From an optimization exercise on the open Yosys and OpenROAD flow, aimed at small area, a short achievable clock period and few clock cycles per item; shortcuts taken in it are not production practice.
In this exercise RTL edits were held to simulation tests only and were not proved equivalent to the original.

==> design.v <==
`default_nettype none
package nn_pkg;
  localparam int n_in  = 4;
  localparam int n_hid = 3;
  localparam int n_w1  = n_in * n_hid;
endpackage
`default_nettype wire
`timescale 1ns/1ps
`default_nettype none
module nn_ctrl (
  input  wire                                  clk,
  input  wire                                  rst_n,
  input  wire                                  in_valid_d,
  output logic [nn_pkg::n_in-1:0]              k_next,      
  output logic                                 l2_next,     
  output logic                                 mac_first,   
  output logic                                 l2,          
  output logic                                 rot_d,       
  output logic                                 out_valid
);
  typedef enum logic [2:0] {
    st_idle,
    st_burst,
    st_slow,
    st_l2,
    st_out
  } state_t;
  state_t     state;
  logic [2:0] cnt;      
  logic [2:0] sstep;    
  logic [3:0] k_n;      
  logic       first_n;
  logic       l2_n;
  logic       rot_n;
  logic       valid_n;
  always_comb begin
    k_n     = 4'b0000;
    first_n = 1'b1;
    l2_n    = 1'b0;
    rot_n   = 1'b0;
    valid_n = 1'b0;
    case (state)
      st_idle: begin
        if (in_valid_d) begin
          k_n = 4'b0001;
        end
      end
      st_burst: begin
        if (in_valid_d) begin
          first_n = 1'b0;
          case (cnt)
            3'd1:    k_n = 4'b0010;
            3'd2:    k_n = 4'b0100;
            3'd3:    k_n = 4'b1000;
            default: k_n = 4'b0000;
          endcase
        end else if (cnt == 3'd4) begin
          l2_n = 1'b1;
        end else begin
          rot_n = 1'b1;
        end
      end
      st_slow: begin
        first_n = (sstep == 3'd0) || (sstep == 3'd4);
        rot_n   = (sstep < 3'd3);
        case (sstep)
          3'd0:    k_n = 4'b0001;
          3'd1:    k_n = 4'b0010;
          3'd2:    k_n = 4'b0100;
          3'd3:    k_n = 4'b1000;
          default: l2_n = 1'b1;
        endcase
      end
      st_l2: begin
        valid_n = 1'b1;
      end
      default: begin
      end
    endcase
  end
  always_ff @(posedge clk or negedge rst_n) begin
    if (!rst_n) begin
      state <= st_idle;
      cnt   <= '0;
      sstep <= '0;
    end else begin
      case (state)
        st_idle: begin
          if (in_valid_d) begin
            state <= st_burst;
            cnt   <= 3'd1;
          end
        end
        st_burst: begin
          if (in_valid_d) begin
            if (cnt != 3'd5) cnt <= cnt + 3'd1;
          end else if (cnt == 3'd4) begin
            state <= st_l2;
          end else begin
            state <= st_slow;
            sstep <= '0;
          end
        end
        st_slow: begin
          sstep <= sstep + 3'd1;
          if (sstep == 3'd4) state <= st_l2;
        end
        st_l2: begin
          state <= st_out;
        end
        default: begin
          state <= st_idle;
        end
      endcase
    end
  end
  assign k_next  = k_n;
  assign l2_next = l2_n;
  always_ff @(posedge clk or negedge rst_n) begin
    if (!rst_n) begin
      mac_first <= 1'b0;
      l2        <= 1'b0;
      rot_d     <= 1'b0;
      out_valid <= 1'b0;
    end else begin
      mac_first <= first_n;
      l2        <= l2_n;
      rot_d     <= rot_n;
      out_valid <= valid_n;
    end
  end
endmodule
`default_nettype wire
`timescale 1ns/1ps
`default_nettype none
module nn_operand_store #(
  parameter int data_w = 16
) (
  input  wire                                         clk,
  input  wire                                         rst_n,
  input  wire                                         in_valid_w1,
  input  wire                                         in_valid_w2,
  input  wire                                         in_valid_d,
  input  wire                                         rot_d,
  input  wire  [data_w-1:0]                           weight1,
  input  wire  [data_w-1:0]                           weight2,
  input  wire  [data_w-1:0]                           data_point,
  output logic [nn_pkg::n_w1-1:0][data_w-1:0]         w1,
  output logic [nn_pkg::n_hid-1:0][data_w-1:0]        w2,
  output logic [nn_pkg::n_in-1:0][data_w-1:0]         d,
  output logic [nn_pkg::n_w1-1:0]                     w1_ok,
  output logic [nn_pkg::n_hid-1:0]                    w2_ok,
  output logic [nn_pkg::n_in-1:0]                     d_ok,
  output logic                                        d3_ok_next   
);
  assign d3_ok_next = in_valid_d | (rot_d ? d_ok[0] : d_ok[nn_pkg::n_in-1]);
  always_ff @(posedge clk) begin
    if (in_valid_w1) begin
      w1 <= {weight1, w1[nn_pkg::n_w1-1:1]};
    end
  end
  always_ff @(posedge clk) begin
    if (in_valid_w2) begin
      w2 <= {weight2, w2[nn_pkg::n_hid-1:1]};
    end
  end
  always_ff @(posedge clk) begin
    if (in_valid_d || rot_d) begin
      d <= {(in_valid_d ? data_point : d[0]), d[nn_pkg::n_in-1:1]};
    end
  end
  always_ff @(posedge clk or negedge rst_n) begin
    if (!rst_n) begin
      w1_ok <= '0;
      w2_ok <= '0;
      d_ok  <= '0;
    end else begin
      if (in_valid_w1) begin
        w1_ok <= {1'b1, w1_ok[nn_pkg::n_w1-1:1]};
      end
      if (in_valid_w2) begin
        w2_ok <= {1'b1, w2_ok[nn_pkg::n_hid-1:1]};
      end
      if (in_valid_d || rot_d) begin
        d_ok <= {(in_valid_d | d_ok[0]), d_ok[nn_pkg::n_in-1:1]};
      end
    end
  end
endmodule
`default_nettype wire
`timescale 1ns/1ps
`default_nettype none
module nn_mac_lane #(
  parameter int data_w = 16,
  parameter int lane   = 0
) (
  input  wire                                 clk,
  input  wire  [nn_pkg::n_in-1:0]             k_next,
  input  wire                                 l2_next,
  input  wire                                 x_ok_next,
  input  wire                                 mac_first,
  input  wire                                 l2,
  input  wire  [data_w-1:0]                   x,
  input  wire  [nn_pkg::n_w1-1:0][data_w-1:0] w1,
  input  wire  [nn_pkg::n_w1-1:0]             w1_ok,
  input  wire  [data_w-1:0]                   w2,
  input  wire                                 w2_ok,
  output logic [data_w-1:0]                   acc
);
  logic [data_w-1:0] w_n;
  logic [7:0]        one_n, two_n, neg_n;
  logic [7:0]        one, two, neg;
  logic [data_w-1:0] m_op;
  logic [data_w-1:0] addend;
  logic [data_w-1:0] nxt;
  always_comb begin
    w_n = l2_next && w2_ok ? w2 : '0;
    for (int i = 0; i < nn_pkg::n_in; i++) begin
      if (k_next[i] && x_ok_next && w1_ok[lane*nn_pkg::n_in + i]) begin
        w_n = w_n | w1[lane*nn_pkg::n_in + i];
      end
    end
  end
  nn_booth_enc u_enc (
    .x   (w_n),
    .one (one_n),
    .two (two_n),
    .neg (neg_n)
  );
  always_ff @(posedge clk) begin
    one <= one_n;
    two <= two_n;
    neg <= neg_n;
  end
  assign m_op   = l2 ? acc : x;
  assign addend = mac_first ? '0 : acc;
  nn_mul_add u_mul (
    .one (one),
    .two (two),
    .neg (neg),
    .w   (m_op),
    .add (addend),
    .y   (nxt)
  );
  always_ff @(posedge clk) begin
    acc <= (l2 && acc[data_w-1]) ? '0 : nxt;
  end
endmodule
module nn_mul_add (input wire [7:0] one, input wire [7:0] two, input wire [7:0] neg, input wire [15:0] w, input wire [15:0] add, output wire [15:0] y);
  wire b_one0 = one[0];
  wire b_two0 = two[0];
  wire b_neg0 = neg[0];
  wire pp0_0 = ((b_one0 & w[0])) ^ b_neg0;
  wire pp0_1 = ((b_one0 & w[1]) | (b_two0 & w[0])) ^ b_neg0;
  wire pp0_2 = ((b_one0 & w[2]) | (b_two0 & w[1])) ^ b_neg0;
  wire pp0_3 = ((b_one0 & w[3]) | (b_two0 & w[2])) ^ b_neg0;
  wire pp0_4 = ((b_one0 & w[4]) | (b_two0 & w[3])) ^ b_neg0;
  wire pp0_5 = ((b_one0 & w[5]) | (b_two0 & w[4])) ^ b_neg0;
  wire pp0_6 = ((b_one0 & w[6]) | (b_two0 & w[5])) ^ b_neg0;
  wire pp0_7 = ((b_one0 & w[7]) | (b_two0 & w[6])) ^ b_neg0;
  wire pp0_8 = ((b_one0 & w[8]) | (b_two0 & w[7])) ^ b_neg0;
  wire pp0_9 = ((b_one0 & w[9]) | (b_two0 & w[8])) ^ b_neg0;
  wire pp0_10 = ((b_one0 & w[10]) | (b_two0 & w[9])) ^ b_neg0;
  wire pp0_11 = ((b_one0 & w[11]) | (b_two0 & w[10])) ^ b_neg0;
  wire pp0_12 = ((b_one0 & w[12]) | (b_two0 & w[11])) ^ b_neg0;
  wire pp0_13 = ((b_one0 & w[13]) | (b_two0 & w[12])) ^ b_neg0;
  wire pp0_14 = ((b_one0 & w[14]) | (b_two0 & w[13])) ^ b_neg0;
  wire pp0_15 = ((b_one0 & w[15]) | (b_two0 & w[14])) ^ b_neg0;
  wire pp0_16 = ((b_one0 & w[15]) | (b_two0 & w[15])) ^ b_neg0;
  wire pp0_16n = ~pp0_16;
  wire b_one1 = one[1];
  wire b_two1 = two[1];
  wire b_neg1 = neg[1];
  wire pp1_0 = ((b_one1 & w[0])) ^ b_neg1;
  wire pp1_1 = ((b_one1 & w[1]) | (b_two1 & w[0])) ^ b_neg1;
  wire pp1_2 = ((b_one1 & w[2]) | (b_two1 & w[1])) ^ b_neg1;
  wire pp1_3 = ((b_one1 & w[3]) | (b_two1 & w[2])) ^ b_neg1;
  wire pp1_4 = ((b_one1 & w[4]) | (b_two1 & w[3])) ^ b_neg1;
  wire pp1_5 = ((b_one1 & w[5]) | (b_two1 & w[4])) ^ b_neg1;
  wire pp1_6 = ((b_one1 & w[6]) | (b_two1 & w[5])) ^ b_neg1;
  wire pp1_7 = ((b_one1 & w[7]) | (b_two1 & w[6])) ^ b_neg1;
  wire pp1_8 = ((b_one1 & w[8]) | (b_two1 & w[7])) ^ b_neg1;
  wire pp1_9 = ((b_one1 & w[9]) | (b_two1 & w[8])) ^ b_neg1;
  wire pp1_10 = ((b_one1 & w[10]) | (b_two1 & w[9])) ^ b_neg1;
  wire pp1_11 = ((b_one1 & w[11]) | (b_two1 & w[10])) ^ b_neg1;
  wire pp1_12 = ((b_one1 & w[12]) | (b_two1 & w[11])) ^ b_neg1;
  wire pp1_13 = ((b_one1 & w[13]) | (b_two1 & w[12])) ^ b_neg1;
  wire pp1_14 = ((b_one1 & w[14]) | (b_two1 & w[13])) ^ b_neg1;
  wire pp1_15 = ((b_one1 & w[15]) | (b_two1 & w[14])) ^ b_neg1;
  wire pp1_16 = ((b_one1 & w[15]) | (b_two1 & w[15])) ^ b_neg1;
  wire pp1_16n = ~pp1_16;
  wire b_one2 = one[2];
  wire b_two2 = two[2];
  wire b_neg2 = neg[2];
  wire pp2_0 = ((b_one2 & w[0])) ^ b_neg2;
  wire pp2_1 = ((b_one2 & w[1]) | (b_two2 & w[0])) ^ b_neg2;
  wire pp2_2 = ((b_one2 & w[2]) | (b_two2 & w[1])) ^ b_neg2;
  wire pp2_3 = ((b_one2 & w[3]) | (b_two2 & w[2])) ^ b_neg2;
  wire pp2_4 = ((b_one2 & w[4]) | (b_two2 & w[3])) ^ b_neg2;
  wire pp2_5 = ((b_one2 & w[5]) | (b_two2 & w[4])) ^ b_neg2;
  wire pp2_6 = ((b_one2 & w[6]) | (b_two2 & w[5])) ^ b_neg2;
  wire pp2_7 = ((b_one2 & w[7]) | (b_two2 & w[6])) ^ b_neg2;
  wire pp2_8 = ((b_one2 & w[8]) | (b_two2 & w[7])) ^ b_neg2;
  wire pp2_9 = ((b_one2 & w[9]) | (b_two2 & w[8])) ^ b_neg2;
  wire pp2_10 = ((b_one2 & w[10]) | (b_two2 & w[9])) ^ b_neg2;
  wire pp2_11 = ((b_one2 & w[11]) | (b_two2 & w[10])) ^ b_neg2;
  wire pp2_12 = ((b_one2 & w[12]) | (b_two2 & w[11])) ^ b_neg2;
  wire pp2_13 = ((b_one2 & w[13]) | (b_two2 & w[12])) ^ b_neg2;
  wire pp2_14 = ((b_one2 & w[14]) | (b_two2 & w[13])) ^ b_neg2;
  wire pp2_15 = ((b_one2 & w[15]) | (b_two2 & w[14])) ^ b_neg2;
  wire pp2_16 = ((b_one2 & w[15]) | (b_two2 & w[15])) ^ b_neg2;
  wire pp2_16n = ~pp2_16;
  wire b_one3 = one[3];
  wire b_two3 = two[3];
  wire b_neg3 = neg[3];
  wire pp3_0 = ((b_one3 & w[0])) ^ b_neg3;
  wire pp3_1 = ((b_one3 & w[1]) | (b_two3 & w[0])) ^ b_neg3;
  wire pp3_2 = ((b_one3 & w[2]) | (b_two3 & w[1])) ^ b_neg3;
  wire pp3_3 = ((b_one3 & w[3]) | (b_two3 & w[2])) ^ b_neg3;
  wire pp3_4 = ((b_one3 & w[4]) | (b_two3 & w[3])) ^ b_neg3;
  wire pp3_5 = ((b_one3 & w[5]) | (b_two3 & w[4])) ^ b_neg3;
  wire pp3_6 = ((b_one3 & w[6]) | (b_two3 & w[5])) ^ b_neg3;
  wire pp3_7 = ((b_one3 & w[7]) | (b_two3 & w[6])) ^ b_neg3;
  wire pp3_8 = ((b_one3 & w[8]) | (b_two3 & w[7])) ^ b_neg3;
  wire pp3_9 = ((b_one3 & w[9]) | (b_two3 & w[8])) ^ b_neg3;
  wire pp3_10 = ((b_one3 & w[10]) | (b_two3 & w[9])) ^ b_neg3;
  wire pp3_11 = ((b_one3 & w[11]) | (b_two3 & w[10])) ^ b_neg3;
  wire pp3_12 = ((b_one3 & w[12]) | (b_two3 & w[11])) ^ b_neg3;
  wire pp3_13 = ((b_one3 & w[13]) | (b_two3 & w[12])) ^ b_neg3;
  wire pp3_14 = ((b_one3 & w[14]) | (b_two3 & w[13])) ^ b_neg3;
  wire pp3_15 = ((b_one3 & w[15]) | (b_two3 & w[14])) ^ b_neg3;
  wire pp3_16 = ((b_one3 & w[15]) | (b_two3 & w[15])) ^ b_neg3;
  wire pp3_16n = ~pp3_16;
  wire b_one4 = one[4];
  wire b_two4 = two[4];
  wire b_neg4 = neg[4];
  wire pp4_0 = ((b_one4 & w[0])) ^ b_neg4;
  wire pp4_1 = ((b_one4 & w[1]) | (b_two4 & w[0])) ^ b_neg4;
  wire pp4_2 = ((b_one4 & w[2]) | (b_two4 & w[1])) ^ b_neg4;
  wire pp4_3 = ((b_one4 & w[3]) | (b_two4 & w[2])) ^ b_neg4;
  wire pp4_4 = ((b_one4 & w[4]) | (b_two4 & w[3])) ^ b_neg4;
  wire pp4_5 = ((b_one4 & w[5]) | (b_two4 & w[4])) ^ b_neg4;
  wire pp4_6 = ((b_one4 & w[6]) | (b_two4 & w[5])) ^ b_neg4;
  wire pp4_7 = ((b_one4 & w[7]) | (b_two4 & w[6])) ^ b_neg4;
  wire pp4_8 = ((b_one4 & w[8]) | (b_two4 & w[7])) ^ b_neg4;
  wire pp4_9 = ((b_one4 & w[9]) | (b_two4 & w[8])) ^ b_neg4;
  wire pp4_10 = ((b_one4 & w[10]) | (b_two4 & w[9])) ^ b_neg4;
  wire pp4_11 = ((b_one4 & w[11]) | (b_two4 & w[10])) ^ b_neg4;
  wire pp4_12 = ((b_one4 & w[12]) | (b_two4 & w[11])) ^ b_neg4;
  wire pp4_13 = ((b_one4 & w[13]) | (b_two4 & w[12])) ^ b_neg4;
  wire pp4_14 = ((b_one4 & w[14]) | (b_two4 & w[13])) ^ b_neg4;
  wire pp4_15 = ((b_one4 & w[15]) | (b_two4 & w[14])) ^ b_neg4;
  wire b_one5 = one[5];
  wire b_two5 = two[5];
  wire b_neg5 = neg[5];
  wire pp5_0 = ((b_one5 & w[0])) ^ b_neg5;
  wire pp5_1 = ((b_one5 & w[1]) | (b_two5 & w[0])) ^ b_neg5;
  wire pp5_2 = ((b_one5 & w[2]) | (b_two5 & w[1])) ^ b_neg5;
  wire pp5_3 = ((b_one5 & w[3]) | (b_two5 & w[2])) ^ b_neg5;
  wire pp5_4 = ((b_one5 & w[4]) | (b_two5 & w[3])) ^ b_neg5;
  wire pp5_5 = ((b_one5 & w[5]) | (b_two5 & w[4])) ^ b_neg5;
  wire pp5_6 = ((b_one5 & w[6]) | (b_two5 & w[5])) ^ b_neg5;
  wire pp5_7 = ((b_one5 & w[7]) | (b_two5 & w[6])) ^ b_neg5;
  wire pp5_8 = ((b_one5 & w[8]) | (b_two5 & w[7])) ^ b_neg5;
  wire pp5_9 = ((b_one5 & w[9]) | (b_two5 & w[8])) ^ b_neg5;
  wire pp5_10 = ((b_one5 & w[10]) | (b_two5 & w[9])) ^ b_neg5;
  wire pp5_11 = ((b_one5 & w[11]) | (b_two5 & w[10])) ^ b_neg5;
  wire pp5_12 = ((b_one5 & w[12]) | (b_two5 & w[11])) ^ b_neg5;
  wire pp5_13 = ((b_one5 & w[13]) | (b_two5 & w[12])) ^ b_neg5;
  wire b_one6 = one[6];
  wire b_two6 = two[6];
  wire b_neg6 = neg[6];
  wire pp6_0 = ((b_one6 & w[0])) ^ b_neg6;
  wire pp6_1 = ((b_one6 & w[1]) | (b_two6 & w[0])) ^ b_neg6;
  wire pp6_2 = ((b_one6 & w[2]) | (b_two6 & w[1])) ^ b_neg6;
  wire pp6_3 = ((b_one6 & w[3]) | (b_two6 & w[2])) ^ b_neg6;
  wire pp6_4 = ((b_one6 & w[4]) | (b_two6 & w[3])) ^ b_neg6;
  wire pp6_5 = ((b_one6 & w[5]) | (b_two6 & w[4])) ^ b_neg6;
  wire pp6_6 = ((b_one6 & w[6]) | (b_two6 & w[5])) ^ b_neg6;
  wire pp6_7 = ((b_one6 & w[7]) | (b_two6 & w[6])) ^ b_neg6;
  wire pp6_8 = ((b_one6 & w[8]) | (b_two6 & w[7])) ^ b_neg6;
  wire pp6_9 = ((b_one6 & w[9]) | (b_two6 & w[8])) ^ b_neg6;
  wire pp6_10 = ((b_one6 & w[10]) | (b_two6 & w[9])) ^ b_neg6;
  wire pp6_11 = ((b_one6 & w[11]) | (b_two6 & w[10])) ^ b_neg6;
  wire b_one7 = one[7];
  wire b_two7 = two[7];
  wire b_neg7 = neg[7];
  wire pp7_0 = ((b_one7 & w[0])) ^ b_neg7;
  wire pp7_1 = ((b_one7 & w[1]) | (b_two7 & w[0])) ^ b_neg7;
  wire pp7_2 = ((b_one7 & w[2]) | (b_two7 & w[1])) ^ b_neg7;
  wire pp7_3 = ((b_one7 & w[3]) | (b_two7 & w[2])) ^ b_neg7;
  wire pp7_4 = ((b_one7 & w[4]) | (b_two7 & w[3])) ^ b_neg7;
  wire pp7_5 = ((b_one7 & w[5]) | (b_two7 & w[4])) ^ b_neg7;
  wire pp7_6 = ((b_one7 & w[6]) | (b_two7 & w[5])) ^ b_neg7;
  wire pp7_7 = ((b_one7 & w[7]) | (b_two7 & w[6])) ^ b_neg7;
  wire pp7_8 = ((b_one7 & w[8]) | (b_two7 & w[7])) ^ b_neg7;
  wire pp7_9 = ((b_one7 & w[9]) | (b_two7 & w[8])) ^ b_neg7;
  wire s1 = b_neg7 ^ add[6];
  wire c2 = b_neg7 & add[6];
  wire s3 = add[7] ^ pp0_15;
  wire c4 = add[7] & pp0_15;
  wire s5 = add[8] ^ pp0_16;
  wire c6 = add[8] & pp0_16;
  wire s7 = add[9] ^ pp0_16;
  wire c8 = add[9] & pp0_16;
  wire s9 = add[10] ^ pp0_16n;
  wire c10 = add[10] & pp0_16n;
  wire s11 = b_neg4 ^ add[0];
  wire c12 = b_neg4 & add[0];
  wire s13 = add[1] ^ pp0_9;
  wire c14 = add[1] & pp0_9;
  wire s15 = b_neg5 ^ add[2] ^ pp0_10;
  wire c16 = (b_neg5 & add[2]) | (b_neg5 & pp0_10) | (add[2] & pp0_10);
  wire s17 = pp1_8 ^ pp2_6;
  wire c18 = pp1_8 & pp2_6;
  wire s19 = add[3] ^ pp0_11 ^ pp1_9;
  wire c20 = (add[3] & pp0_11) | (add[3] & pp1_9) | (pp0_11 & pp1_9);
  wire s21 = pp2_7 ^ pp3_5;
  wire c22 = pp2_7 & pp3_5;
  wire s23 = b_neg6 ^ add[4] ^ pp0_12;
  wire c24 = (b_neg6 & add[4]) | (b_neg6 & pp0_12) | (add[4] & pp0_12);
  wire s25 = pp1_10 ^ pp2_8 ^ pp3_6;
  wire c26 = (pp1_10 & pp2_8) | (pp1_10 & pp3_6) | (pp2_8 & pp3_6);
  wire s27 = pp4_4 ^ pp5_2;
  wire c28 = pp4_4 & pp5_2;
  wire s29 = add[5] ^ pp0_13 ^ pp1_11;
  wire c30 = (add[5] & pp0_13) | (add[5] & pp1_11) | (pp0_13 & pp1_11);
  wire s31 = pp2_9 ^ pp3_7 ^ pp4_5;
  wire c32 = (pp2_9 & pp3_7) | (pp2_9 & pp4_5) | (pp3_7 & pp4_5);
  wire s33 = pp5_3 ^ pp6_1;
  wire c34 = pp5_3 & pp6_1;
  wire s35 = s1 ^ pp0_14 ^ pp1_12;
  wire c36 = (s1 & pp0_14) | (s1 & pp1_12) | (pp0_14 & pp1_12);
  wire s37 = pp2_10 ^ pp3_8 ^ pp4_6;
  wire c38 = (pp2_10 & pp3_8) | (pp2_10 & pp4_6) | (pp3_8 & pp4_6);
  wire s39 = pp5_4 ^ pp6_2 ^ pp7_0;
  wire c40 = (pp5_4 & pp6_2) | (pp5_4 & pp7_0) | (pp6_2 & pp7_0);
  wire s41 = c2 ^ pp1_13 ^ pp2_11;
  wire c42 = (c2 & pp1_13) | (c2 & pp2_11) | (pp1_13 & pp2_11);
  wire s43 = pp3_9 ^ pp4_7 ^ pp5_5;
  wire c44 = (pp3_9 & pp4_7) | (pp3_9 & pp5_5) | (pp4_7 & pp5_5);
  wire s45 = pp6_3 ^ pp7_1 ^ s3;
  wire c46 = (pp6_3 & pp7_1) | (pp6_3 & s3) | (pp7_1 & s3);
  wire s47 = pp1_14 ^ pp2_12 ^ pp3_10;
  wire c48 = (pp1_14 & pp2_12) | (pp1_14 & pp3_10) | (pp2_12 & pp3_10);
  wire s49 = pp4_8 ^ pp5_6 ^ pp6_4;
  wire c50 = (pp4_8 & pp5_6) | (pp4_8 & pp6_4) | (pp5_6 & pp6_4);
  wire s51 = pp7_2 ^ c4 ^ s5;
  wire c52 = (pp7_2 & c4) | (pp7_2 & s5) | (c4 & s5);
  wire s53 = pp1_15 ^ pp2_13 ^ pp3_11;
  wire c54 = (pp1_15 & pp2_13) | (pp1_15 & pp3_11) | (pp2_13 & pp3_11);
  wire s55 = pp4_9 ^ pp5_7 ^ pp6_5;
  wire c56 = (pp4_9 & pp5_7) | (pp4_9 & pp6_5) | (pp5_7 & pp6_5);
  wire s57 = pp7_3 ^ c6 ^ s7;
  wire c58 = (pp7_3 & c6) | (pp7_3 & s7) | (c6 & s7);
  wire s59 = pp1_16n ^ pp2_14 ^ pp3_12;
  wire c60 = (pp1_16n & pp2_14) | (pp1_16n & pp3_12) | (pp2_14 & pp3_12);
  wire s61 = pp4_10 ^ pp5_8 ^ pp6_6;
  wire c62 = (pp4_10 & pp5_8) | (pp4_10 & pp6_6) | (pp5_8 & pp6_6);
  wire s63 = pp7_4 ^ c8 ^ s9;
  wire c64 = (pp7_4 & c8) | (pp7_4 & s9) | (c8 & s9);
  wire s65 = 1'b1 ^ add[11] ^ pp2_15;
  wire c66 = (1'b1 & add[11]) | (1'b1 & pp2_15) | (add[11] & pp2_15);
  wire s67 = pp3_13 ^ pp4_11 ^ pp5_9;
  wire c68 = (pp3_13 & pp4_11) | (pp3_13 & pp5_9) | (pp4_11 & pp5_9);
  wire s69 = pp6_7 ^ pp7_5 ^ c10;
  wire c70 = (pp6_7 & pp7_5) | (pp6_7 & c10) | (pp7_5 & c10);
  wire s71 = add[12] ^ pp2_16n ^ pp3_14;
  wire c72 = (add[12] & pp2_16n) | (add[12] & pp3_14) | (pp2_16n & pp3_14);
  wire s73 = pp4_12 ^ pp5_10 ^ pp6_8;
  wire c74 = (pp4_12 & pp5_10) | (pp4_12 & pp6_8) | (pp5_10 & pp6_8);
  wire s75 = 1'b1 ^ add[13] ^ pp3_15;
  wire c76 = (1'b1 & add[13]) | (1'b1 & pp3_15) | (add[13] & pp3_15);
  wire s77 = pp4_13 ^ pp5_11;
  wire c78 = pp4_13 & pp5_11;
  wire s79 = add[14] ^ pp3_16n ^ pp4_14;
  wire c80 = (add[14] & pp3_16n) | (add[14] & pp4_14) | (pp3_16n & pp4_14);
  wire s81 = 1'b1 ^ add[15];
  wire c82 = 1'b1 & add[15];
  wire s83 = b_neg3 ^ pp0_6;
  wire c84 = b_neg3 & pp0_6;
  wire s85 = pp0_7 ^ pp1_5;
  wire c86 = pp0_7 & pp1_5;
  wire s87 = s11 ^ pp0_8 ^ pp1_6;
  wire c88 = (s11 & pp0_8) | (s11 & pp1_6) | (pp0_8 & pp1_6);
  wire s89 = pp2_4 ^ pp3_2;
  wire c90 = pp2_4 & pp3_2;
  wire s91 = c12 ^ pp1_7 ^ pp2_5;
  wire c92 = (c12 & pp1_7) | (c12 & pp2_5) | (pp1_7 & pp2_5);
  wire s93 = pp3_3 ^ pp4_1 ^ s13;
  wire c94 = (pp3_3 & pp4_1) | (pp3_3 & s13) | (pp4_1 & s13);
  wire s95 = pp3_4 ^ pp4_2 ^ pp5_0;
  wire c96 = (pp3_4 & pp4_2) | (pp3_4 & pp5_0) | (pp4_2 & pp5_0);
  wire s97 = c14 ^ s17 ^ s15;
  wire c98 = (c14 & s17) | (c14 & s15) | (s17 & s15);
  wire s99 = pp4_3 ^ pp5_1 ^ c18;
  wire c100 = (pp4_3 & pp5_1) | (pp4_3 & c18) | (pp5_1 & c18);
  wire s101 = s21 ^ c16 ^ s19;
  wire c102 = (s21 & c16) | (s21 & s19) | (c16 & s19);
  wire s103 = pp6_0 ^ c22 ^ s27;
  wire c104 = (pp6_0 & c22) | (pp6_0 & s27) | (c22 & s27);
  wire s105 = c20 ^ s23 ^ s25;
  wire c106 = (c20 & s23) | (c20 & s25) | (s23 & s25);
  wire s107 = c28 ^ s33 ^ c24;
  wire c108 = (c28 & s33) | (c28 & c24) | (s33 & c24);
  wire s109 = c26 ^ s29 ^ s31;
  wire c110 = (c26 & s29) | (c26 & s31) | (s29 & s31);
  wire s111 = c34 ^ c30 ^ c32;
  wire c112 = (c34 & c30) | (c34 & c32) | (c30 & c32);
  wire s113 = s35 ^ s37 ^ s39;
  wire c114 = (s35 & s37) | (s35 & s39) | (s37 & s39);
  wire s115 = c36 ^ c38 ^ c40;
  wire c116 = (c36 & c38) | (c36 & c40) | (c38 & c40);
  wire s117 = s41 ^ s43 ^ s45;
  wire c118 = (s41 & s43) | (s41 & s45) | (s43 & s45);
  wire s119 = c42 ^ c44 ^ s47;
  wire c120 = (c42 & c44) | (c42 & s47) | (c44 & s47);
  wire s121 = s49 ^ c46 ^ s51;
  wire c122 = (s49 & c46) | (s49 & s51) | (c46 & s51);
  wire s123 = c48 ^ c50 ^ s53;
  wire c124 = (c48 & c50) | (c48 & s53) | (c50 & s53);
  wire s125 = s55 ^ c52 ^ s57;
  wire c126 = (s55 & c52) | (s55 & s57) | (c52 & s57);
  wire s127 = c54 ^ c56 ^ s59;
  wire c128 = (c54 & c56) | (c54 & s59) | (c56 & s59);
  wire s129 = s61 ^ c58 ^ s63;
  wire c130 = (s61 & c58) | (s61 & s63) | (c58 & s63);
  wire s131 = c60 ^ c62 ^ s65;
  wire c132 = (c60 & c62) | (c60 & s65) | (c62 & s65);
  wire s133 = s67 ^ c64 ^ s69;
  wire c134 = (s67 & c64) | (s67 & s69) | (c64 & s69);
  wire s135 = pp7_6 ^ c66 ^ c68;
  wire c136 = (pp7_6 & c66) | (pp7_6 & c68) | (c66 & c68);
  wire s137 = s71 ^ s73 ^ c70;
  wire c138 = (s71 & s73) | (s71 & c70) | (s73 & c70);
  wire s139 = pp6_9 ^ pp7_7 ^ s77;
  wire c140 = (pp6_9 & pp7_7) | (pp6_9 & s77) | (pp7_7 & s77);
  wire s141 = c72 ^ c74 ^ s75;
  wire c142 = (c72 & c74) | (c72 & s75) | (c74 & s75);
  wire s143 = pp5_12 ^ pp6_10 ^ pp7_8;
  wire c144 = (pp5_12 & pp6_10) | (pp5_12 & pp7_8) | (pp6_10 & pp7_8);
  wire s145 = c78 ^ c76 ^ s79;
  wire c146 = (c78 & c76) | (c78 & s79) | (c76 & s79);
  wire s147 = s81 ^ pp4_15 ^ pp5_13;
  wire c148 = (s81 & pp4_15) | (s81 & pp5_13) | (pp4_15 & pp5_13);
  wire s149 = pp6_11 ^ pp7_9 ^ c80;
  wire c150 = (pp6_11 & pp7_9) | (pp6_11 & c80) | (pp7_9 & c80);
  wire s151 = b_neg2 ^ pp0_4;
  wire c152 = b_neg2 & pp0_4;
  wire s153 = pp0_5 ^ pp1_3;
  wire c154 = pp0_5 & pp1_3;
  wire s155 = pp1_4 ^ pp2_2 ^ pp3_0;
  wire c156 = (pp1_4 & pp2_2) | (pp1_4 & pp3_0) | (pp2_2 & pp3_0);
  wire s157 = pp2_3 ^ pp3_1 ^ c84;
  wire c158 = (pp2_3 & pp3_1) | (pp2_3 & c84) | (pp3_1 & c84);
  wire s159 = pp4_0 ^ c86 ^ s89;
  wire c160 = (pp4_0 & c86) | (pp4_0 & s89) | (c86 & s89);
  wire s161 = c90 ^ c88 ^ s91;
  wire c162 = (c90 & c88) | (c90 & s91) | (c88 & s91);
  wire s163 = c92 ^ s95 ^ c94;
  wire c164 = (c92 & s95) | (c92 & c94) | (s95 & c94);
  wire s165 = c96 ^ s99 ^ c98;
  wire c166 = (c96 & s99) | (c96 & c98) | (s99 & c98);
  wire s167 = c100 ^ s103 ^ c102;
  wire c168 = (c100 & s103) | (c100 & c102) | (s103 & c102);
  wire s169 = c104 ^ c106 ^ s107;
  wire c170 = (c104 & c106) | (c104 & s107) | (c106 & s107);
  wire s171 = c108 ^ c110 ^ s111;
  wire c172 = (c108 & c110) | (c108 & s111) | (c110 & s111);
  wire s173 = c112 ^ c114 ^ s115;
  wire c174 = (c112 & c114) | (c112 & s115) | (c114 & s115);
  wire s175 = c116 ^ s119 ^ c118;
  wire c176 = (c116 & s119) | (c116 & c118) | (s119 & c118);
  wire s177 = c120 ^ s123 ^ c122;
  wire c178 = (c120 & s123) | (c120 & c122) | (s123 & c122);
  wire s179 = c124 ^ s127 ^ c126;
  wire c180 = (c124 & s127) | (c124 & c126) | (s127 & c126);
  wire s181 = c128 ^ s131 ^ c130;
  wire c182 = (c128 & s131) | (c128 & c130) | (s131 & c130);
  wire s183 = c132 ^ s135 ^ c134;
  wire c184 = (c132 & s135) | (c132 & c134) | (s135 & c134);
  wire s185 = c136 ^ s139 ^ s141;
  wire c186 = (c136 & s139) | (c136 & s141) | (s139 & s141);
  wire s187 = s143 ^ c140 ^ c142;
  wire c188 = (s143 & c140) | (s143 & c142) | (c140 & c142);
  wire s189 = c144 ^ s147 ^ c146;
  wire c190 = (c144 & s147) | (c144 & c146) | (s147 & c146);
  wire s191 = b_neg1 ^ pp0_2;
  wire c192 = b_neg1 & pp0_2;
  wire s193 = pp0_3 ^ pp1_1;
  wire c194 = pp0_3 & pp1_1;
  wire s195 = pp1_2 ^ pp2_0 ^ s151;
  wire c196 = (pp1_2 & pp2_0) | (pp1_2 & s151) | (pp2_0 & s151);
  wire s197 = pp2_1 ^ c152 ^ s153;
  wire c198 = (pp2_1 & c152) | (pp2_1 & s153) | (c152 & s153);
  wire s199 = c154 ^ s83 ^ s155;
  wire c200 = (c154 & s83) | (c154 & s155) | (s83 & s155);
  wire s201 = s85 ^ c156 ^ s157;
  wire c202 = (s85 & c156) | (s85 & s157) | (c156 & s157);
  wire s203 = s87 ^ c158 ^ s159;
  wire c204 = (s87 & c158) | (s87 & s159) | (c158 & s159);
  wire s205 = c160 ^ s93 ^ s161;
  wire c206 = (c160 & s93) | (c160 & s161) | (s93 & s161);
  wire s207 = c162 ^ s97 ^ s163;
  wire c208 = (c162 & s97) | (c162 & s163) | (s97 & s163);
  wire s209 = s101 ^ c164 ^ s165;
  wire c210 = (s101 & c164) | (s101 & s165) | (c164 & s165);
  wire s211 = s105 ^ c166 ^ s167;
  wire c212 = (s105 & c166) | (s105 & s167) | (c166 & s167);
  wire s213 = s109 ^ c168 ^ s169;
  wire c214 = (s109 & c168) | (s109 & s169) | (c168 & s169);
  wire s215 = s113 ^ c170 ^ s171;
  wire c216 = (s113 & c170) | (s113 & s171) | (c170 & s171);
  wire s217 = s117 ^ c172 ^ s173;
  wire c218 = (s117 & c172) | (s117 & s173) | (c172 & s173);
  wire s219 = s121 ^ c174 ^ s175;
  wire c220 = (s121 & c174) | (s121 & s175) | (c174 & s175);
  wire s221 = s125 ^ c176 ^ s177;
  wire c222 = (s125 & c176) | (s125 & s177) | (c176 & s177);
  wire s223 = s129 ^ c178 ^ s179;
  wire c224 = (s129 & c178) | (s129 & s179) | (c178 & s179);
  wire s225 = s133 ^ c180 ^ s181;
  wire c226 = (s133 & c180) | (s133 & s181) | (c180 & s181);
  wire s227 = s137 ^ c182 ^ s183;
  wire c228 = (s137 & c182) | (s137 & s183) | (c182 & s183);
  wire s229 = c138 ^ s185 ^ c184;
  wire c230 = (c138 & s185) | (c138 & c184) | (s185 & c184);
  wire s231 = s145 ^ c186 ^ s187;
  wire c232 = (s145 & c186) | (s145 & s187) | (c186 & s187);
  wire s233 = s149 ^ c188 ^ s189;
  wire c234 = (s149 & c188) | (s149 & s189) | (c188 & s189);
  wire [23:0] ra = {c232, s231, c228, c226, c224, c222, c220, c218, c216, c214, c212, c210, c208, c206, c204, c202, c200, c198, c196, c194, c192, pp1_0, pp0_1, b_neg0};
  wire [23:0] rb = {s233, c230, s229, s227, s225, s223, s221, s219, s217, s215, s213, s211, s209, s207, s205, s203, s201, s199, s197, s195, s193, s191, 1'b0, pp0_0};
  wire [23:0] sum = ra + rb;
  assign y = sum[23:8];
endmodule
module nn_booth_enc (input wire [15:0] x, output wire [7:0] one, output wire [7:0] two, output wire [7:0] neg);
  assign one[0] = x[0] ^ 1'b0;
  assign two[0] = (x[1] & ~x[0] & ~1'b0) | (~x[1] & x[0] & 1'b0);
  assign neg[0] = x[1];
  assign one[1] = x[2] ^ x[1];
  assign two[1] = (x[3] & ~x[2] & ~x[1]) | (~x[3] & x[2] & x[1]);
  assign neg[1] = x[3];
  assign one[2] = x[4] ^ x[3];
  assign two[2] = (x[5] & ~x[4] & ~x[3]) | (~x[5] & x[4] & x[3]);
  assign neg[2] = x[5];
  assign one[3] = x[6] ^ x[5];
  assign two[3] = (x[7] & ~x[6] & ~x[5]) | (~x[7] & x[6] & x[5]);
  assign neg[3] = x[7];
  assign one[4] = x[8] ^ x[7];
  assign two[4] = (x[9] & ~x[8] & ~x[7]) | (~x[9] & x[8] & x[7]);
  assign neg[4] = x[9];
  assign one[5] = x[10] ^ x[9];
  assign two[5] = (x[11] & ~x[10] & ~x[9]) | (~x[11] & x[10] & x[9]);
  assign neg[5] = x[11];
  assign one[6] = x[12] ^ x[11];
  assign two[6] = (x[13] & ~x[12] & ~x[11]) | (~x[13] & x[12] & x[11]);
  assign neg[6] = x[13];
  assign one[7] = x[14] ^ x[13];
  assign two[7] = (x[15] & ~x[14] & ~x[13]) | (~x[15] & x[14] & x[13]);
  assign neg[7] = x[15];
endmodule
`default_nettype wire
`timescale 1ns/1ps
`default_nettype none
module nn_hidden_layer #(
  parameter int data_w = 16
) (
  input  wire                                          clk,
  input  wire  [nn_pkg::n_in-1:0]                      k_next,
  input  wire                                          l2_next,
  input  wire                                          x_ok_next,
  input  wire                                          mac_first,
  input  wire                                          l2,
  input  wire  [data_w-1:0]                            x,
  input  wire  [nn_pkg::n_w1-1:0][data_w-1:0]          w1,
  input  wire  [nn_pkg::n_w1-1:0]                      w1_ok,
  input  wire  [nn_pkg::n_hid-1:0][data_w-1:0]         w2,
  input  wire  [nn_pkg::n_hid-1:0]                     w2_ok,
  output logic [nn_pkg::n_hid-1:0][data_w-1:0]         acc
);
  for (genvar lane = 0; lane < nn_pkg::n_hid; lane++) begin : g_lane
    nn_mac_lane #(
      .data_w (data_w),
      .lane   (lane)
    ) u_lane (
      .clk       (clk),
      .k_next    (k_next),
      .l2_next   (l2_next),
      .x_ok_next (x_ok_next),
      .mac_first (mac_first),
      .l2        (l2),
      .x         (x),
      .w1        (w1),
      .w1_ok     (w1_ok),
      .w2        (w2[lane]),
      .w2_ok     (w2_ok[lane]),
      .acc       (acc[lane])
    );
  end
endmodule
`default_nettype wire
`timescale 1ns/1ps
`default_nettype none
module nn_output_neuron #(
  parameter int data_w = 16
) (
  input  wire                                          valid,
  input  wire  [nn_pkg::n_hid-1:0][data_w-1:0]         p,
  output logic [data_w-1:0]                            out
);
  logic [data_w-1:0] sum;
  assign sum = p[0] + p[1] + p[2];
  assign out = valid ? sum : '0;
endmodule
`default_nettype wire
`timescale 1ns/1ps
`default_nettype none
module nn_top #(
  parameter int data_w = 16,
  parameter int frac_w = 8
) (
  input  wire                clk,
  input  wire                rst_n,
  input  wire                in_valid_w1,
  input  wire                in_valid_w2,
  input  wire                in_valid_d,
  input  wire  [data_w-1:0]  weight1,
  input  wire  [data_w-1:0]  weight2,
  input  wire  [data_w-1:0]  data_point,
  output logic               out_valid,
  output logic [data_w-1:0]  out
);
  logic                                  mac_first;
  logic [nn_pkg::n_in-1:0]               k_next;
  logic                                  l2_next;
  logic                                  d3_ok_next;
  logic [nn_pkg::n_w1-1:0]               w1_ok;
  logic [nn_pkg::n_hid-1:0]              w2_ok;
  logic [nn_pkg::n_in-1:0]               d_ok;
  logic                                  l2;
  logic                                  rot_d;
  logic [nn_pkg::n_w1-1:0][data_w-1:0]   w1;
  logic [nn_pkg::n_hid-1:0][data_w-1:0]  w2;
  logic [nn_pkg::n_in-1:0][data_w-1:0]   d;
  logic [nn_pkg::n_hid-1:0][data_w-1:0]  acc;
  nn_ctrl u_ctrl (
    .clk        (clk),
    .rst_n      (rst_n),
    .in_valid_d (in_valid_d),
    .k_next     (k_next),
    .l2_next    (l2_next),
    .mac_first  (mac_first),
    .l2         (l2),
    .rot_d      (rot_d),
    .out_valid  (out_valid)
  );
  nn_operand_store #(
    .data_w (data_w)
  ) u_store (
    .clk         (clk),
    .rst_n       (rst_n),
    .in_valid_w1 (in_valid_w1),
    .in_valid_w2 (in_valid_w2),
    .in_valid_d  (in_valid_d),
    .rot_d       (rot_d),
    .weight1     (weight1),
    .weight2     (weight2),
    .data_point  (data_point),
    .w1          (w1),
    .w2          (w2),
    .d           (d),
    .w1_ok       (w1_ok),
    .w2_ok       (w2_ok),
    .d_ok        (d_ok),
    .d3_ok_next  (d3_ok_next)
  );
  nn_hidden_layer #(
    .data_w (data_w)
  ) u_hidden (
    .clk       (clk),
    .k_next    (k_next),
    .l2_next   (l2_next),
    .x_ok_next (d3_ok_next),
    .mac_first (mac_first),
    .l2        (l2),
    .x         (d[nn_pkg::n_in-1]),
    .w1        (w1),
    .w1_ok     (w1_ok),
    .w2        (w2),
    .w2_ok     (w2_ok),
    .acc       (acc)
  );
  nn_output_neuron #(
    .data_w (data_w)
  ) u_output (
    .valid (out_valid),
    .p     (acc),
    .out   (out)
  );
endmodule
`default_nettype wire
==> flow/run.sh <==
#!/bin/bash
set -euo pipefail
bash standard.sh SETUP_SLACK_MARGIN=7.5 finish > standard_flow.log 2>&1
==> standard.sh <==
#!/bin/bash
# synth_recipe.tcl (not shown) runs the flow's synth.tcl, then flattens the netlist and writes it again
# the make line also repeats each setting of config.mk as NAME=value (left out here)
make -C /OpenROAD-flow-scripts/flow DESIGN_CONFIG=/design/flow/config.mk WORK_HOME=/design/flow/orfs CLKGATE_MAP_FILE= SYNTH_SCRIPT=/design/flow/synth_recipe.tcl "${@:-finish}"
==> config.mk <==
export PLATFORM = sky130hd
export DESIGN_NAME = nn_top
export DESIGN_NICKNAME = nn_top
export VERILOG_FILES = /design/flow/design.v
export SDC_FILE = /design/flow/constraint.sdc
export NUM_CORES = 4
export LEC_CHECK = 0
export CAP_MARGIN = 20
export CORE_MARGIN = 2
export CORE_UTILIZATION = 40
export SLEW_MARGIN = 20
==> constraint.sdc <==
create_clock -name core_clock -period 12.0 [get_ports {clk}]
set_input_delay 2.4000 -clock core_clock [delete_from_list [all_inputs] [get_ports {clk}]]
set_output_delay 2.4000 -clock core_clock [all_outputs]
set_load 0.01 [all_outputs]
==> results of run 1 <==
## cell families after synthesis
group | after synthesis
buffers and inverters | 555
multiplexers | 76
flip-flops | 456
AND/OR/NAND/NOR | 492
AO/OA/AOI/OAI | 618
XOR/XNOR | 444
adder cells (fa/ha/maj) | 439
## sequential cells by signal, indices dropped and copies added (netlist names)
name                        flops
u_ctrl.sstep                    3
u_store.d                      64
u_hidden.g_lane.u_lane.acc     48
u_ctrl.mac_first                1
u_hidden.g_lane.u_lane.one     24
u_store.w1                    192
u_store.w2                     48
u_ctrl.l2                       1
u_ctrl.state                    3
u_hidden.g_lane.u_lane.neg     24
u_store.d_ok                    4
u_store.w1_ok                  12
u_ctrl.out_valid                1
u_ctrl.rot_d                    1
u_ctrl.cnt                      3
u_store.w2_ok                   3
u_hidden.g_lane.u_lane.two     24
## through the flow
step / util [%] / hold slack (ns) / setup slack (ns)
finish: 49.9 / 0.416 / 5.85
global route: 49.9 / 0.413 / 5.73
CTS: 47.7 / 0.411 / 5.76
detailed placement: 42.7 / 0.405 / 5.76
global placement: 42.7 / 0.401 / 5.77
floorplan: - / 0.400 / 6.79
## worst paths after layout
check	startpoint	endpoint	cells past startpoint
setup reg to reg	u_ctrl.l2$_DFF_PN0_	u_hidden.g_lane[0].u_lane.acc[15]$_SDFF_PP0_	22
setup / recovery	u_hidden.g_lane[0].u_lane.acc[1]$_SDFF_PP0_	out[13]	14
hold / removal	u_store.d[17]$_DFFE_PP_	u_store.d[1]$_DFFE_PP_	0
min in group asynchronous	rst_n	u_store.w1_ok[2]$_DFFE_PN0P_	1
max in group asynchronous	rst_n	u_ctrl.l2$_DFF_PN0_	1
hold reg to reg	u_store.d[17]$_DFFE_PP_	u_store.d[1]$_DFFE_PP_	0
## placed cells by master, fill, tap and decap left out, types with 15 or more instances in the layout
cell type	netlist	final
sky130_fd_sc_hd__nor2_1	76	60
sky130_fd_sc_hd__ha_4	0	29
sky130_fd_sc_hd__fa_2	0	28
sky130_fd_sc_hd__dfrtp_1	32	31
sky130_fd_sc_hd__and3_1	28	26
sky130_fd_sc_hd__o21ai_0	40	25
sky130_fd_sc_hd__a21oi_1	51	22
sky130_fd_sc_hd__a221oi_1	35	17
sky130_fd_sc_hd__buf_6	3	58
sky130_fd_sc_hd__dfxtp_1	120	115
sky130_fd_sc_hd__edfxtp_1	304	304
sky130_fd_sc_hd__a21o_1	33	33
sky130_fd_sc_hd__fa_1	289	261
sky130_fd_sc_hd__a221o_1	29	29
sky130_fd_sc_hd__clkdlybuf4s50_1	0	49
sky130_fd_sc_hd__clkbuf_16	0	50
sky130_fd_sc_hd__mux2_2	47	30
sky130_fd_sc_hd__nand2b_1	45	36
sky130_fd_sc_hd__mux2i_1	26	23
sky130_fd_sc_hd__a21oi_2	1	17
sky130_fd_sc_hd__nand2_1	200	155
sky130_fd_sc_hd__xnor2_2	0	24
sky130_fd_sc_hd__nand2_4	0	25
sky130_fd_sc_hd__xnor2_1	321	296
sky130_fd_sc_hd__inv_1	330	313
sky130_fd_sc_hd__a22oi_1	347	270
sky130_fd_sc_hd__buf_12	0	16
sky130_fd_sc_hd__a22oi_2	3	80
sky130_fd_sc_hd__inv_2	10	26
sky130_fd_sc_hd__xor2_2	0	15
sky130_fd_sc_hd__ha_1	150	115
sky130_fd_sc_hd__buf_4	0	165
sky130_fd_sc_hd__nor2b_1	37	36
sky130_fd_sc_hd__mux2_4	3	21
sky130_fd_sc_hd__xor2_1	123	108
sky130_fd_sc_hd__a221oi_2	11	17
## cell type report
cell class / count / area, um2
clock buffers: 61 / 1310
clock inverters: 29 / 397
fillers: 7506 / 42000
inverters: 340 / 1280
multi-input cells: 2074 / 22100
flip-flops and latches: 456 / 12300
well taps: 1134 / 1420
repair buffers: 311 / 2970
## synthesized netlist by cell type (26+ instances only)
library cell | instances | area, um2
sky130_fd_sc_hd__a221oi_1 | 35 | 307
sky130_fd_sc_hd__ha_1 | 150 | 1880
sky130_fd_sc_hd__fa_1 | 289 | 5790
sky130_fd_sc_hd__dfxtp_1 | 120 | 2400
sky130_fd_sc_hd__and3_1 | 28 | 175
sky130_fd_sc_hd__a22oi_1 | 347 | 2610
sky130_fd_sc_hd__a21o_1 | 33 | 248
sky130_fd_sc_hd__nor2b_1 | 37 | 231
sky130_fd_sc_hd__xnor2_1 | 321 | 2810
sky130_fd_sc_hd__xor2_1 | 123 | 1080
sky130_fd_sc_hd__mux2i_1 | 26 | 260
sky130_fd_sc_hd__nor3_1 | 27 | 135
sky130_fd_sc_hd__edfxtp_1 | 304 | 9130
sky130_fd_sc_hd__mux2_2 | 47 | 529
sky130_fd_sc_hd__dfrtp_1 | 32 | 801
sky130_fd_sc_hd__o21ai_0 | 40 | 200
sky130_fd_sc_hd__a221o_1 | 29 | 290
sky130_fd_sc_hd__nand2b_1 | 45 | 282
sky130_fd_sc_hd__nor2_1 | 76 | 285
sky130_fd_sc_hd__a21oi_1 | 51 | 255
sky130_fd_sc_hd__clkbuf_1 | 172 | 646
sky130_fd_sc_hd__nand2_1 | 200 | 751
sky130_fd_sc_hd__inv_1 | 330 | 1240
## per-layer routing
metal | GRT usage, % | up-vias | part of all wire, % | routed length, um
met5 | 0 | - | 0 | 0
met4 | 8.28 | 0 | 4.3 | 4340
met3 | 3.38 | 205 | 6.5 | 6510
met2 | 36.1 | 911 | 46 | 46500
met1 | 31.3 | 12300 | 43 | 42900
li1 | - | 10900 | - | -
## timing repair
action | 4_1_cts | 5_1_grt
setup buffers | 115 | 89
endpoints found under the setup margin | 134 | 96
gates cloned | 6 | 5
pin swaps | 161 | 188
gates resized for setup | 353 | 225
## worst max-delay path: cells and delay by family, from the launching register on
family | cells | cell delay [ns]
compound gates | 7 | 1.24
fa+ha+maj | 3 | 1.01
buf+inv | 4 | 0.52
flops | 1 | 0.35
==> metrics.yaml, run 1 <==
sta:
  finalCritPeriodShare_pct: 51.2
  finalMaxSlewViolations: 0
  rsz0062_at_grt: "true"
  setup_tns_ns: 0
  skew_ns: 0.0409
  setup_viol: 0
  timing_worst_slew_pin_value_ns: 1.21
  max_freq_ghz: 0.163
  timing.slew.headroom_pct: 19.2
  final_hold_viol_count: 0
  min_period_ns: 6.15
final_layout:
  layout.cells.non_filler: 4405
  antenna-diode-count: 0
  design.final.nets: 3724
  final_design_area_no_fill_um2: 41900
  post_route_cells_drive_above_1_share_pct: 25.3
  layout-area-overhead-vs-synth_pct: 23.5
placement:
  place.gp.congestion: 0.880
  post-dp-hpwl_um: 66800
  placedInstanceArea_um2: 35800
  port_buffers: 69
  place_inst: 4100
yosys:
  cell_area_after_synthesis_um2: 33900
  synth_fa_ha_area_share_pct: 22.6
  post_synth_xor_area_fraction_pct: 11.5
  asyncSetResetFlopFracSynth_pct: 7.02
  synthesis.nets: 3572
  synth-compound-area-share_pct: 13.8
  syn_area_per_cell_um2: 11.0
  ys_warn_count: 5
  seq_area_frac_synth_pct: 36.4
  postSynthRegisterBits: 456
  post_synth_and_or_nand_nor_area_fraction_pct: 7.00
  postSynthCellCount: 3080
  yosys_most_used_dff: "sky130_fd_sc_hd__edfxtp_1"
  synth_top_family_by_area: "adder cells"
  synth.lib_cells_used.distinct: 74
  synth_edf_count: 304
  synthMuxAreaShare_pct: 2.46
critical_path:
  reg2reg_setup_slack_ns: 6.49
  crit_required_ns: 9.60
  critical_path.max_fanout: 3
  max_incr_delay_on_cp_ns: 0.47
  start_kind: "flip-flop"
  end_kind: "primary output"
  critPathMostFrequentCell: "sky130_fd_sc_hd__buf_6"
  critical_path_cell_list: "fa_1 > ha_2 > fa_2 > a21o_1 > a21oi_2 > o21bai_1 > a21o_1 > a21oi_4 > buf_6 > buf_6 > buf_6 > o211ai_1 > o211ai_1 > buf_2"
  timing.setup.critical_path_class: "reg -> out"
  cp_data_arrival_time_ns: 3.75
  critPathSlowestCell: "sky130_fd_sc_hd__fa_1"
drt:
  routedWlPerCell_um: 22.8
  via_per_inst: 5.52
  totalWireLength_um: 100000
  drc_errors: 0
  ant_nets: 0
  dr.pass1.iters: 7
  drt_iter0_drc: 2344
  route.vias.total: 24300
clock_network:
  cts.sink_count: 456
  worst_skew_pair.late_latency_ns: 0.62
  cts_htree_levels: 2
  cts_inserted_buffers: 49
  cts_tree: "built"
  clkTransAtPathRegs_ns: 0.06
  cts.path.max_buffers: 3
  holdBufCountCts: 0
  clock_tree.root_cell: "sky130_fd_sc_hd__clkbuf_16"
grt:
  antenna_found_initial: 1
  first_global_vias: 24400
  grt_remaining_overflow: 0
  grtUsageTotal_pct: 22.6
  global_route_wire_length_before_repair_um: 151000
  grt_start_max_net_pins: 134
status:
  outcome: "complete, no violations"
die:
  start_util_pct: 40.4
  die_width_um: 295
  design.core.area_um2: 83800
  fp-row-count: 106
  area_of_the_die_um2: 87100
  die_y_um: 295
  ioPinCount: 70
min_path:
  hp-class: "reg -> reg"
job:
  max_cap_viol_count: 0
Testbench counts, summed over its fixed seeds: cycles 22,400, inferences 3,200.
==> run 2: changes to the inputs <==
==> run.sh (new file) <==
#!/bin/bash
# synth_recipe.tcl (not shown) runs the flow's synth.tcl, then flattens the netlist and writes it again
# the make line also repeats each setting of config.mk as NAME=value (left out here)
make -C /OpenROAD-flow-scripts/flow DESIGN_CONFIG=/design/flow/config.mk WORK_HOME=/design/flow/orfs CLKGATE_MAP_FILE= SYNTH_SCRIPT=/design/flow/synth_recipe.tcl finish
--- a/config.mk
+++ b/config.mk
@@ -9,3 +9,4 @@
 export CORE_MARGIN = 2
 export CORE_UTILIZATION = 40
+export SETUP_SLACK_MARGIN = 5
 export SLEW_MARGIN = 20
removed: flow/run.sh
removed: standard.sh
==> run 2 against run 1 <==
Clock-buffer cell count up 10; critical path type unchanged; non-clock buffer count fell by 209; first-iteration DRC count down 6.9%; highest routed layer unchanged.
==> metrics.yaml, run 2 <==
clock_network:
  cts_tree: "built"
  worst_skew_pair.late_latency_ns: 0.64  # +0.02 ns
  cts.sink_count: 456  # unchanged
  cts_inserted_buffers: 51  # +4.1%
  holdBufCountCts: 0  # unchanged
  clkTransAtPathRegs_ns: 0.06  # about the same
  cts_htree_levels: 2  # unchanged
  post_cts_buffers: 0  # -100%
  clock_tree.root_cell: "sky130_fd_sc_hd__clkbuf_16"
  cts.path.max_buffers: 3  # unchanged
yosys:
  synth_fa_ha_area_share_pct: 22.6  # unchanged
  synth_edf_count: 304  # unchanged
  synth.lib_cells_used.distinct: 74  # unchanged
  yosys.area.top_type: "sky130_fd_sc_hd__edfxtp_1"
  synthesis.nets: 3572  # unchanged
  seq_area_frac_synth_pct: 36.4  # unchanged
  ys_warn_count: 5  # unchanged
  asyncSetResetFlopFracSynth_pct: 7.02  # unchanged
  syn_area_per_cell_um2: 11.0  # unchanged
  yosys_most_used_dff: "sky130_fd_sc_hd__edfxtp_1"
  postSynthCellCount: 3080  # unchanged
  synth.top_cells.by_count: "sky130_fd_sc_hd__a22oi_1, sky130_fd_sc_hd__inv_1, sky130_fd_sc_hd__xnor2_1"
  ys_top_cells_by_area: "sky130_fd_sc_hd__edfxtp_1, sky130_fd_sc_hd__fa_1, sky130_fd_sc_hd__xnor2_1"
  synthMuxAreaShare_pct: 2.46  # unchanged
  synth_top_area_share_pct: 26.9  # unchanged
  synth-compound-area-share_pct: 13.8  # unchanged
  postSynthRegisterBits: 456  # unchanged
  synth_top_family_by_area: "adder cells"
  yosysMostFrequentCell: "sky130_fd_sc_hd__a22oi_1"
  cell_area_after_synthesis_um2: 33900  # unchanged
  post_synth_and_or_nand_nor_area_fraction_pct: 7.00  # unchanged
  post_synth_xor_area_fraction_pct: 11.5  # unchanged
final_layout:
  layout-area-overhead-vs-synth_pct: 9.65
  number_of_flip_flops_in_the_largest_register: 192  # unchanged
  post_route_cells_drive_above_1_share_pct: 7.18  # -18 points
  layout.cells.non_filler: 4198  # -4.7%
  layout.cells.most_common: "sky130_fd_sc_hd__a22oi_1"
  nFillCells: 7967  # +6.1%
  design.final.nets: 3512  # -5.7%
  regMostFlops: "u_store.w1"
  layout.cells.most_common_list: "sky130_fd_sc_hd__a22oi_1, sky130_fd_sc_hd__inv_1, sky130_fd_sc_hd__xnor2_1"
  reg.largest.list: "u_store.w1: 192 flops, u_store.d: 64 flops"
critical_path:
  end_kind: "primary output"
  critical_path.max_fanout: 4  # +1
  timing.setup.critical_path_class: "reg -> out"
  crit_required_ns: 9.60  # about the same
  start_kind: "flip-flop"
  cp_data_arrival_time_ns: 4.35  # +0.60 ns
grt:
  first_global_vias: 23200  # -4.8%
  grtUsageTotal_pct: 21.5  # -1.2 points
  grt_start_max_net_pins: 124  # -7.5%
  grt_remaining_overflow: 0  # unchanged
  global_route_wire_length_before_repair_um: 143000  # -5.2%
  antenna_found_initial: 0  # -1
drt:
  dr.pass1.iters: 6  # -1
  route.vias.total: 22800  # -6.1%
  drc_errors: 0  # unchanged
  ant_nets: 0  # unchanged
  routedWlPerCell_um: 21.9  # -4.0%
  via_per_inst: 5.44  # -1.5%
  totalWireLength_um: 91800  # -8.5%
  drt_iter0_drc: 2183  # -6.9%
die:
  ioPinCount: 70  # unchanged
  die_y_um: 295  # unchanged
  area_of_the_die_um2: 87100  # unchanged
  fp-row-count: 106  # unchanged
  start_util_pct: 40.4  # unchanged
  design.core.area_um2: 83800  # unchanged
  die_width_um: 295  # unchanged
sta:
  timing_worst_slew_pin_value_ns: 1.14  # -0.0687 ns
  timing.slew.headroom_pct: 23.9  # +4.7 points
  setup_tns_ns: 0  # unchanged
  max_freq_ghz: 0.148  # -8.9%
  setup_viol: 0  # unchanged
  rsz0062_at_grt: "false"
  hold-worst-slack_ns: 0.406  # -0.0104 ns
  skew_ns: 0.0463  # +0.00544 ns
  min_period_ns: 6.75  # +0.603 ns
  finalCritPeriodShare_pct: 56.3  # +5.0 points
  finalMaxSlewViolations: 0  # unchanged
  fin_ws_ns: 5.25  # -0.603 ns
  final_hold_viol_count: 0  # unchanged
placement:
  place_worst_setup_slack_ns: 5.53  # -0.232 ns
  port_buffers: 69  # unchanged
  place.gp.congestion: 0.867  # -1.6%
  place_inst: 4101  # +0.024%
  post-dp-hpwl_um: 66600  # -0.37%
job:
  max_cap_viol_count: 0  # unchanged
min_path:
  hp-class: "reg -> reg"
status:
  outcome: "complete, no violations"
## run 2: cell count changes in the layout (fill, tap and decap cells not counted), moves of 29 or more
| cell | delta |
|---|---|
| sky130_fd_sc_hd__ha_4 | -29 |
| sky130_fd_sc_hd__a22oi_2 | -77 |
| sky130_fd_sc_hd__buf_4 | -133 |
| sky130_fd_sc_hd__nand2_1 | +45 |
| sky130_fd_sc_hd__a22oi_1 | +77 |
| sky130_fd_sc_hd__ha_1 | +35 |
| sky130_fd_sc_hd__buf_6 | -58 |
## run 2: area by class of cell
cell class	count	area, um2	area share (%)
multi-input cells	2069	19400	52.3
flip-flops and latches	456	12300	33.2
clock buffers	71	1420	3.83
well taps	1134	1420	3.82
inverters	340	1280	3.43
repair buffers	102	925	2.49
clock inverters	25	337	0.906
diodes	1	2.50	0.00673
## run 2: repair_timing
action	CTS	global route
gates resized for setup	1	2
endpoints found under the setup margin	1	1
pin swaps	0	1
endpoints found under the hold margin	0	0
## run 2: cell families after synthesis
kind of cell,count (synthesis)
simple gates,492
mux,76
buf+inv,555
xor+xnor,444
compound gates,618
fa+ha+maj,439
flops,456
## run 2: through the flow
stage	util (%)	cell area, um2
after floorplan	-	33900
after global placement	42.2	35400
after detailed placement	42.2	35400
after CTS	44.3	37100
after global routing	44.3	37200
final	44.3	37200
## run 2: path summary, 6_finish.rpt
kind	startpoint	to	slack, ns	cells after the start
max reg2reg	u_ctrl.l2$_DFF_PN0_	u_hidden.g_lane[0].u_lane.acc[15]$_SDFF_PP0_	5.46	20
max	u_hidden.g_lane[1].u_lane.acc[1]$_SDFF_PP0_	out[15]	5.25	12
max in group asynchronous	rst_n	u_ctrl.l2$_DFF_PN0_	9.55	1
min reg2reg	u_store.d[34]$_DFFE_PP_	u_store.d[18]$_DFFE_PP_	0.41	0
min	u_store.d[34]$_DFFE_PP_	u_store.d[18]$_DFFE_PP_	0.41	0
min in group asynchronous	rst_n	u_store.w1_ok[2]$_DFFE_PN0P_	1.85	1
## run 2: critical path, cell delays in order (launching register included)
cell                              delay, ns
sky130_fd_sc_hd__dfxtp_1               0.42
sky130_fd_sc_hd__fa_1                  0.45
sky130_fd_sc_hd__ha_1                  0.24
sky130_fd_sc_hd__fa_1                  0.41
sky130_fd_sc_hd__a21o_1                0.19
sky130_fd_sc_hd__a21oi_1               0.22
sky130_fd_sc_hd__o21bai_1              0.09
sky130_fd_sc_hd__a21o_1                0.22
sky130_fd_sc_hd__a21oi_4               0.25
sky130_fd_sc_hd__o21ai_0               0.17
sky130_fd_sc_hd__a221oi_2              0.28
sky130_fd_sc_hd__mux2i_1               0.22
sky130_fd_sc_hd__clkdlybuf4s50_1       0.55
## run 2: routing by layer
layer	share of wire (%)	vias up	track usage (%)	routed length, um
met5	0	-	0	0
met4	3.4	0	7.73	3100
met3	6.9	144	3.42	6290
met2	45	848	33.3	41300
met1	45	11400	30.4	41100
li1	-	10500	-	-

[re-timing with driven ports]
The results above use ideal ports. As a check the final layouts listed here were re-extracted and re-timed, cells and wires unchanged. Step 1: set_driving_cell puts a clkbuf_16 on clk and a buf_2 on each other input, an assumption about the parent block. Step 2 moves the port delays by t, midway between the first and last clock arrival at a register: inputs arrive t later, outputs are due t later. That takes back most of the time a late clock gives input paths. Slacks: ideal ports / drivers / drivers and shift; pairs: ideal ports / drivers.
run	t (ns)	slack for setup (ns)	worst setup path after step 2	clock arrival spread, ns
run 1	0.656	5.853 / 5.795 / 6.451	register to output	0.041 / 0.040
run 2	0.686	5.249 / 5.185 / 5.465	register to register	0.049 / 0.049
After both steps every run listed still meets setup and hold.
